What follows belongs to an exercise in optimizing a design on an open flow for small area, a short achievable clock period and few clock cycles; a production flow would make more cautious choices.
The RTL was checked by simulation tests, not by an equivalence proof against the original design.

## job 101
Design circle_boundary_link_fraction_unit, start of the top module:
module circle_boundary_link_fraction_unit #(
	parameter int FRAC_BITS = cblf_pkg::FRAC_BITS_DEF
) (
	input  logic                           clk,
	input  logic                           arst_n,
	input  logic                           cfg_valid,
	output logic                           cfg_ready,
	input  logic [1:0]                     cfg_index,
	input  logic [11:0]                    cfg_data,
	input  logic                           in_valid,
	output logic                           in_ready,
	input  logic signed [cblf_pkg::CW-1:0] point_x,
	input  logic signed [cblf_pkg::CW-1:0] point_y,
	output logic                           out_valid,
	input  logic                           out_ready,
	output logic [cblf_pkg::DW-1:0]        link_dir,
	output logic [cblf_pkg::DW-1:0]        back_dir,
	output logic [cblf_pkg::OW-1:0]        fluid_x,
	output logic [cblf_pkg::OW-1:0]        fluid_y,
	output logic [cblf_pkg::OW-1:0]        solid_x,
	output logic [cblf_pkg::OW-1:0]        solid_y,
	output logic [cblf_pkg::OW-1:0]        far_x,
	output logic [cblf_pkg::OW-1:0]        far_y,
	output logic [cblf_pkg::FW-1:0]        wall_fraction,
	output logic                           last
);
For scale: roughly 160 I/O pins, about 71000 um^2 of cells after synthesis.
==> flow/config.mk <==
export PLATFORM = sky130hd
export DESIGN_NAME = circle_boundary_link_fraction_unit
export DESIGN_NICKNAME = circle_boundary_link_fraction_unit
export VERILOG_FILES = /design/flow/design.v
export SDC_FILE = /design/flow/constraint.sdc
export NUM_CORES = 4
export LEC_CHECK = 0
export CAP_MARGIN = 20
export CORE_MARGIN = 2
export CORE_UTILIZATION = 35
export CTS_BUF_LIST = sky130_fd_sc_hd__clkbuf_8
export CTS_CLUSTER_SIZE = 30
export PLACE_DENSITY = 0.6
export SLEW_MARGIN = 20
==> flow/constraint.sdc <==
create_clock -name core_clock -period 22.0 [get_ports {clk}]
set_input_delay 4.4000 -clock core_clock [delete_from_list [all_inputs] [get_ports {clk}]]
set_output_delay 4.4000 -clock core_clock [all_outputs]
set_load 0.01 [all_outputs]
run.sh (not shown) runs the stock make flow with config.mk's settings and CLKGATE_MAP_FILE= SYNTH_SCRIPT=/design/flow/synth_recipe.tcl, a recipe that flattens the netlist after the stock synthesis.
Testbench counts of job 101, summed over its fixed seeds: cycles 8,852.
diff inputs: job 101 => job 102
Settings: CTS_CLUSTER_SIZE: 30 -> unset; CTS_BUF_LIST: sky130_fd_sc_hd__clkbuf_8 -> sky130_fd_sc_hd__clkbuf_4 sky130_fd_sc_hd__clkbuf_8.
Findings:
On final hold slack, job 102 and job 101 are neck and neck. Comparing job 102 and job 101, layout overhead on the synthesized area is lower on job 101. [compare] base=job 101 new=job 102: number of flops mapped to enable cells by yosys has remained practically unchanged. Compared job 101 against job 102; fraction of standard cell area that is sequential within noise. Portion of the layout cell area used by non-clock buffers: job 102 vs job 101 — no meaningful difference. Against job 101, final worst setup slack in job 102 came out better. Via count of the routed design delta (job 101 -> job 102): insignificant. Compared job 101 against job 102; via count of the first global-routing pass within noise.
[inputs] job 103 vs job 102
Settings: CTS_BUF_LIST no longer set, was sky130_fd_sc_hd__clkbuf_4 sky130_fd_sc_hd__clkbuf_8.
Results
Per the final summary, job 103 finished and its layout is clean on timing, DRC and antenna. Summary of job 103 over job 102: final period utilization went down 0.25 points, critical path depth grew by 3, via density per instance closely matched the old numbers, non-clock buffer count level. Job 103 — shortest clock period the worst path allows after layout 0.054 ns lower, job 102 as reference.


Another version of the RTL of circle_boundary_link_fraction_unit (not shown whole).
Size in the first run: ~6700 cells after synthesis, ~0.071 mm^2 of cells after synthesis.
Settings: LEC_CHECK=0, CAP_MARGIN=20, CORE_MARGIN=2, CORE_UTILIZATION=60, PLACE_DENSITY=0.75, SLEW_MARGIN=20; clock period 22.0 ns.
The starting point went through all stages and came out clean.
Testbench counts at the start, summed over its fixed seeds: cycles 8,852.
Rerun with:
CORE_UTILIZATION = 35   (was 60)
PLACE_DENSITY = 0.6   (was 0.75)
Effect:
- final area is higher by 1.9%
- worst hold slack gets better by 0.022 ns
- routed wire length increases by 3.0%
- maximum frequency rises by 2.9%


circle_boundary_link_fraction_unit, a different RTL version from the one above (not shown whole).
Size: ~70,000 sq um of cells after synthesis.
clock: 22.0 ns
lec_check: 0
cap_margin: 20
core_margin: 2
core_utilization: 35
place_density: 0.8
slew_margin: 20
The starting point ran to the end with no violations.
Testbench counts at the start, summed over its fixed seeds: cycles 8,803.
Edit:
Settings changed: CORE_UTILIZATION 35 to 50, PLACE_DENSITY 0.8 to 0.65.
What happened: Flip-flop and latch count stays the same. Global-route usage goes up by 7.1 points. Non-clock buffer count rose by 8. Synthesized cell count does not change. Setup slack is better by 230 ps. Count of clock-buffer cells in the layout increases by 10. Routed wire length goes down by 0.49%. Cell area goes down by 1.2%. Via count falls by about 1.1%.
Edit:
Settings changed: CORE_UTILIZATION 50 to 35, PLACE_DENSITY 0.65 to 0.6.
What happened: The changed run finished clean. Worst setup slack is worse by 71 ps. Die area went up by about 40%.

what the ideal ports hide:
In the flow no input, the clock included, has a driving cell. The finished layouts below were timed again as built, in two steps. Step 1: set_driving_cell puts a clkbuf_16 on clk and a buf_2 on each other input, an assumption about the parent block. Step 2 times the ports against the registers' clock, not the clock port: input delays grow and output delays shrink by t, the midpoint of the rising clock arrivals with the driver on. Slacks: no drivers / after step 1 / after step 2; pairs: no drivers / after step 1.
run | shift t [ns] | setup slack, ns | worst setup path after step 2 | worst slew at a driven data input, ns | pins driven straight from the clock port
job 101 | 1.008 | 15.174 / 15.174 / 14.950 | input to register | 0.20 | 1
job 102 | 1.008 | 15.220 / 15.220 / 14.947 | input to register | 0.21 | 1
job 103 | 0.816 | 15.275 / 15.275 / 15.009 | input to register | 0.20 | 1
the first run of note 2 | 0.775 | 15.065 / 15.065 / 15.065 | register to register | 0.05 | 1
the second run of note 2 | 0.833 | 15.263 / 15.256 / 15.144 | input to register | 0.06 | 1
the first run of note 3 | 0.826 | 14.929 / 14.929 / 14.929 | register to register | 0.14 | 1
the second run of note 3 | 0.780 | 15.154 / 15.154 / 15.154 | register to register | 0.08 | 1
the third run of note 3 | 0.798 | 15.083 / 15.083 / 14.932 | input to register | 0.05 | 1
After both steps setup and hold are still met in every run listed. For job 102, which loses most, drivers alone change the setup slack by 0.000 ns; drivers and shift together by -0.273 ns.
